Source: an optimization exercise on an open RTL-to-GDS flow (aim: small area, a short achievable clock period and few clock cycles per item). Production flows keep margins and buffers that such runs may drop. The RTL was checked by simulation tests, not by an equivalence proof against the original design. No activity file was given, so power comes from the tool's default toggle rates.

==> flow/design.v <==
module execute_mc #(
  parameter int N      = 64,
  parameter int MUL_EN = 1
) (
  input  logic         clk,
  input  logic         reset,
  input  logic         valid_E,
  input  logic         flush_E,
  input  logic         AluSrc,
  input  logic [3:0]   AluControl,
  input  logic         MulOp,
  input  logic [N-1:0] PC_E,
  input  logic [N-1:0] signImm_E,
  input  logic [N-1:0] readData1_E,
  input  logic [N-1:0] readData2_E,
  output logic         stall_E,
  output logic [N-1:0] PCBranch_M,
  output logic [N-1:0] aluResult_M,
  output logic [N-1:0] writeData_M,
  output logic         zero_M,
  output logic         valid_M
);
  localparam int CW = $clog2(N);
  localparam logic [CW-1:0] LAST_BIT = CW'(N - 1);
  typedef enum logic [1:0] {IDLE, BUSY, DONE} state_t;
  state_t        state_q, state_d;
  logic [CW-1:0] count_q, count_d;
  logic [N-1:0]  a_q, a_d;
  logic [N-1:0]  b_q, b_d;
  logic [N-1:0]  prod_q, prod_d;
  logic          mul_on;
  logic          mul_req;
  logic          accept;
  logic [N-1:0]  alu_b;
  logic [N-1:0]  alu_res;
  logic [N-1:0]  result;
  assign mul_on  = (MUL_EN != 0);
  assign mul_req = mul_on & valid_E & MulOp & ~flush_E;
  assign stall_E = mul_req & (state_q != DONE);
  assign accept  = valid_E & ~stall_E & ~flush_E;
  always_comb begin
    alu_b   = AluSrc ? signImm_E : readData2_E;
    alu_res = '0;
    case (AluControl)
      4'b0000: alu_res = readData1_E & alu_b;
      4'b0001: alu_res = readData1_E | alu_b;
      4'b0010: alu_res = readData1_E + alu_b;
      4'b0110: alu_res = readData1_E - alu_b;
      4'b0111: alu_res = alu_b;
      4'b1100: alu_res = ~(readData1_E | alu_b);
      default: alu_res = '0;
    endcase
    result = (mul_on && state_q == DONE) ? prod_q : alu_res;
  end
  always_comb begin
    state_d = state_q;
    count_d = count_q;
    a_d     = a_q;
    b_d     = b_q;
    prod_d  = prod_q;
    case (state_q)
      IDLE: begin
        if (mul_req) begin
          state_d = BUSY;
          a_d     = readData1_E;
          b_d     = readData2_E;
          prod_d  = '0;
          count_d = '0;
        end
      end
      BUSY: begin
        if (b_q[count_q]) begin
          prod_d = prod_q + (a_q << count_q);
        end
        count_d = count_q + 1'b1;
        if (count_q == LAST_BIT) begin
          state_d = DONE;
        end
      end
      DONE: state_d = IDLE;
      default: state_d = IDLE;
    endcase
    if (flush_E) begin
      state_d = IDLE;
    end
  end
  always_ff @(posedge clk) begin
    if (reset) begin
      state_q <= IDLE;
      count_q <= '0;
      a_q     <= '0;
      b_q     <= '0;
      prod_q  <= '0;
    end else begin
      state_q <= state_d;
      count_q <= count_d;
      a_q     <= a_d;
      b_q     <= b_d;
      prod_q  <= prod_d;
    end
  end
  always_ff @(posedge clk) begin
    if (reset) begin
      aluResult_M <= '0;
      zero_M      <= 1'b0;
      PCBranch_M  <= '0;
      writeData_M <= '0;
      valid_M     <= 1'b0;
    end else begin
      valid_M <= accept;
      if (accept) begin
        aluResult_M <= result;
        zero_M      <= (result == '0);
        PCBranch_M  <= PC_E + (signImm_E << 2);
        writeData_M <= readData2_E;
      end
    end
  end
endmodule
==> flow/run.sh <==
#!/bin/bash
# synth_recipe.tcl (not shown) runs the flow's synth.tcl, then flattens the netlist and writes it again
# the make line also repeats each setting of config.mk as NAME=value (left out here)
make -C /OpenROAD-flow-scripts/flow DESIGN_CONFIG=/design/flow/config.mk WORK_HOME=/design/flow/orfs CLKGATE_MAP_FILE= SYNTH_SCRIPT=/design/flow/synth_recipe.tcl finish
==> flow/config.mk <==
export PLATFORM = sky130hd
export DESIGN_NAME = execute_mc
export DESIGN_NICKNAME = execute_mc
export VERILOG_FILES = /design/flow/design.v
export SDC_FILE = /design/flow/constraint.sdc
export NUM_CORES = 4
export LEC_CHECK = 0
export CAP_MARGIN = 20
export CORE_MARGIN = 2
export CORE_UTILIZATION = 40
export SLEW_MARGIN = 20
==> flow/constraint.sdc <==
create_clock -name core_clock -period 7.0 [get_ports {clk}]
set_input_delay 1.4000 -clock core_clock [delete_from_list [all_inputs] [get_ports {clk}]]
set_output_delay 1.4000 -clock core_clock [all_outputs]
set_load 0.01 [all_outputs]
==> results.txt <==
==> routing by layer <==
metal | track usage | vias to the layer above
li1 | - | 18400
met1 | 0.443 | 18600
met2 | 0.580 | 1711
met3 | 0.0479 | 425
met4 | 0.204 | 10
met5 | 0 | -
==> per-stage QoR <==
| stage | total power, mW | TNS (ns) |
|---|---|---|
| CTS | 7.79 | 0 |
| detailed placement | 4.91 | -1.48 |
| floorplan | 3.69 | 0 |
| finish | 7.84 | 0 |
| global route | 8.15 | -0.0715 |
| global placement | 4.92 | -1.03 |
==> timing repair <==
item,in CTS,in global routing
setup endpoints to repair,1,3
pin swaps,7,50
gates resized for setup,11,98
setup buffers,4,15
==> final cells by class <==
class / count / share of cell area
multi-input combinational: 3862 / 0.553
tap: 1134 / 0.0312
clock inverter: 23 / 0.00765
inverter: 66 / 0.00551
sequential: 394 / 0.174
timing repair buffer: 1023 / 0.197
antenna: 13 / 0.000716
clock buffer: 71 / 0.0320
==> state kept, by name, summed over array words and instances (netlist names) <==
register	flops
valid_M	1
aluResult_M	64
b_q	64
zero_M	1
PCBranch_M	64
prod_q	64
state_q	2
a_q	64
count_q	6
writeData_M	64
==> how the worst max path moves through the flow <==
stage	startpoint	endpoint	slack, ns
6_report	signImm_E[3]	zero_M$_SDFFE_PP0P_	0.13
5_1_grt	signImm_E[3]	zero_M$_SDFFE_PP0P_	-0.07
2_1_floorplan	AluSrc	zero_M$_SDFFE_PP0P_	0.02
4_1_cts	readData2_E[0]	zero_M$_SDFFE_PP0P_	0.02
3_3_place_gp	signImm_E[0]	zero_M$_SDFFE_PP0P_	-0.56
3_5_place_dp	readData2_E[0]	zero_M$_SDFFE_PP0P_	-0.69
==> report_power, final <==
group,leakage [nW],internal (mW),switching [mW]
clock network,0.872,1.74,1.10
registers,3.20,2.32,0.0495
logic,14.4,1.19,1.44
==> Yosys cell counts, types with 29 or more instances <==
library cell,number
nand2_1,808
a21oi_1,593
nor2_1,413
dfxtp_1,394
clkbuf_1,267
o21ai_0,220
ha_1,191
nor3_1,141
xnor2_1,121
a21o_1,118
nand3_1,95
mux2i_1,86
xor2_1,78
mux4_2,69
a211oi_1,66
inv_1,64
a31oi_1,63
nand4_1,62
mux2_2,59
maj3_1,55
buf_1,47
o22ai_1,45
and3_1,39
o21bai_1,38
nor4_1,32
nand2b_1,31
a22o_1,29
a22oi_1,29
==> logic make-up (layout without fill, tap and decap cells) <==
group	count (synthesis)	count (layout)
compound gates	1423	1423
xor+xnor	199	199
fa+ha+maj	252	252
buf+inv	393	1183
flops	394	394
mux	216	216
other cells	0	13
simple gates	1772	1772
==> layout by cell type, fill, tap and decap left out, drive strengths merged, types with 63 or more instances in the layout <==
cell type / count
a211oi: 68
a21o: 118
a21oi: 593
a31oi: 63
buf: 567
clkbuf: 71
clkdlybuf4s50: 450
dfxtp: 394
ha: 191
inv: 67
mux2i: 86
mux4: 69
nand2: 808
nand3: 95
nor2: 415
nor3: 141
o21ai: 223
xnor2: 121
xor2: 78
==> critical path, cell delays in order <==
cell,delay (ns)
clkdlybuf4s50_1,0.50
nor3b_2,0.24
o21ai_2,0.09
or3_4,0.39
nor4_4,0.25
nand2_2,0.14
nor2_4,0.19
and3_4,0.27
a21oi_2,0.07
xnor2_1,0.18
ha_2,0.33
a21oi_2,0.16
o21a_1,0.15
inv_1,0.06
or4_4,0.55
o22ai_4,0.19
a211oi_2,0.07
buf_4,0.15
o211a_4,0.25
nor4_4,0.29
o31ai_2,0.12
nor4_2,0.25
nand4_1,0.24
or4b_1,0.57
o41ai_2,0.27
==> results.cfg <==
[floorplanning]
fp.dieW_um = 296
rows = 106
io_pins = 461
die_y_um = 296
initial_core_util = 0.405
core_area_um2 = 84000
die_area_um2 = 87300

[synth]
synth_area_leader_cell = dfxtp_1
synth_compound_area_frac = 0.259
synth-seq-cells = 394
yosysSeqAreaShare = 0.232
synth_edf_count = 0
netlist.area_leader.share = 0.232
yosys-mux-area-fraction = 0.0915
synth_fa_ha_area_frac = 0.0893
syn-num-nets = 5109
ys_types = 92
synth-simple-area-share = 0.231
avgSynthCellArea_um2 = 7.31
yosys_warnings = 1
synthTopCellsByArea = dfxtp_1 23%, nand2_1 8.9%, a21oi_1 8.7%, ha_1 7.0%, mux4_2 4.6%
synth_top_family_by_area = compound AO/OA/AOI/OAI gates
synth_cells = 4649
synth-main-ff-cell = dfxtp_1
synthArstFlopShare = 0
netlist_area_um2 = 34000
synth-xor-area-share = 0.0513

[clocking]
clockRootBuffer = clkbuf_16
clk_pin_slew_ns = 0.06
cts_hold_buf = 0
worstSkewPairLatency_ns = 0.63
cts_tree = done
clock-sinks = 394
htreeDepth = 2
cts_buffers = 52
cts_buffer_depth = 3

[detailed_routing]
vias = 39100
wl_met2_mm = 73.1
first_pass_iters = 6
wl_mm = 160
drt-initial-drc-count = 3777
wl_met3_mm = 11.3
drt-met1-wl_mm = 64.6
routed_via_density = 5.94
top_layer_used = met5
postRouteAntennaNets = 0
wl_per_cell_um = 24.2
drc_errors = 0

[cells_and_area]
fin_cells = 6586
multi_input_area_um2 = 25100
area_growth_pct = 33.7
drive_above_1_share = 0.168
num-fill-cells = 8305
ff_latch_area_um2 = 7900
final_net_count = 5859
final_util = 0.541
final_area_um2 = 45400

[grt]
overflow = 0
grt_pass1_wl_mm = 232
antenna_found_initial = 20
grt_pass1_vias = 36500
grt_max_degree = 151
track_usage = 0.353

[setup_path]
end_kind = flop
arrival_ns = 7.39
r2r_end = prod_q[61]$_SDFFE_PP0P_
worstSetupPathType = primary input to flop
reg2reg_slack_ns = 0.68
required_ns = 7.52
cp-start-kind = primary input
reg2reg_depth = 19
crit_fanout = 6
timing.rr.start = count_q[0]$_SDFFE_PP0P_

[timing]
max_freq_mhz = 146
worst-slew-pin-transition_ns = 1.02
whs_ns = 0.448
hold_viol = 0
postLayoutSetupSlackWorst_ns = 0.131
setup-violations-final = 0
worst_clock_skew_ns = 0.0349
min_period_over_period = 0.981
period_needed_ns = 6.87
maxSlewViolCount = 0
relSlewSlack = 0.321

[run]
cap_violations = 0

[placement]
globalplace.congestion = 1.05
dp_slack_ns = -0.689
hpwl_mm = 126
placed_cell_area_um2 = 43000
post-place-cells = 6460
io_buffers = 460

[status]
status = complete, no violations

[min_path]
hold_path_class = flop to flop
min-delay-start = PCBranch_M[12]$_SDFFE_PP0P_
hold_path_depth = 2
hold_end = PCBranch_M[12]$_SDFFE_PP0P_

[power_and_ir_drop]
vdd_drop_max_mv = 0.149
p_per_area_nw_per_um2 = 173
p_leak_nw = 18.5
Testbench counts, summed over its fixed seeds: cycles 218,675, instrs 24,000.

afterwards: timing with drivers on the ports:
How much do the figures lean on ideal ports? The routed layout below was timed once more, with nothing changed but the port constraints.
Step 1 (the two cells are an assumption about what drives the block):
set clk [get_ports {clk}]
set_driving_cell -lib_cell sky130_fd_sc_hd__clkbuf_16 $clk
set_driving_cell -lib_cell sky130_fd_sc_hd__buf_2 [delete_from_list [all_inputs] $clk]
Step 2 adds t to the input delays and takes it off the output delays; t is the mean of the earliest and latest rising clock arrival at the registers after step 1. Input paths then give back, and output paths get back, about the clock's delay inside the block.
Three values: no drivers, after step 1, after step 2; two values: the first two.
t (ns): 0.681
setup slack, ns: 0.131 / 0.170 / -0.511
slew at the worst register clock pin (ns): 0.07 / 0.07
With both steps, setup timing fails in this run, where it was met with ideal ports. For this run, drivers alone change the setup slack by +0.039 ns; drivers and shift together by -0.642 ns.
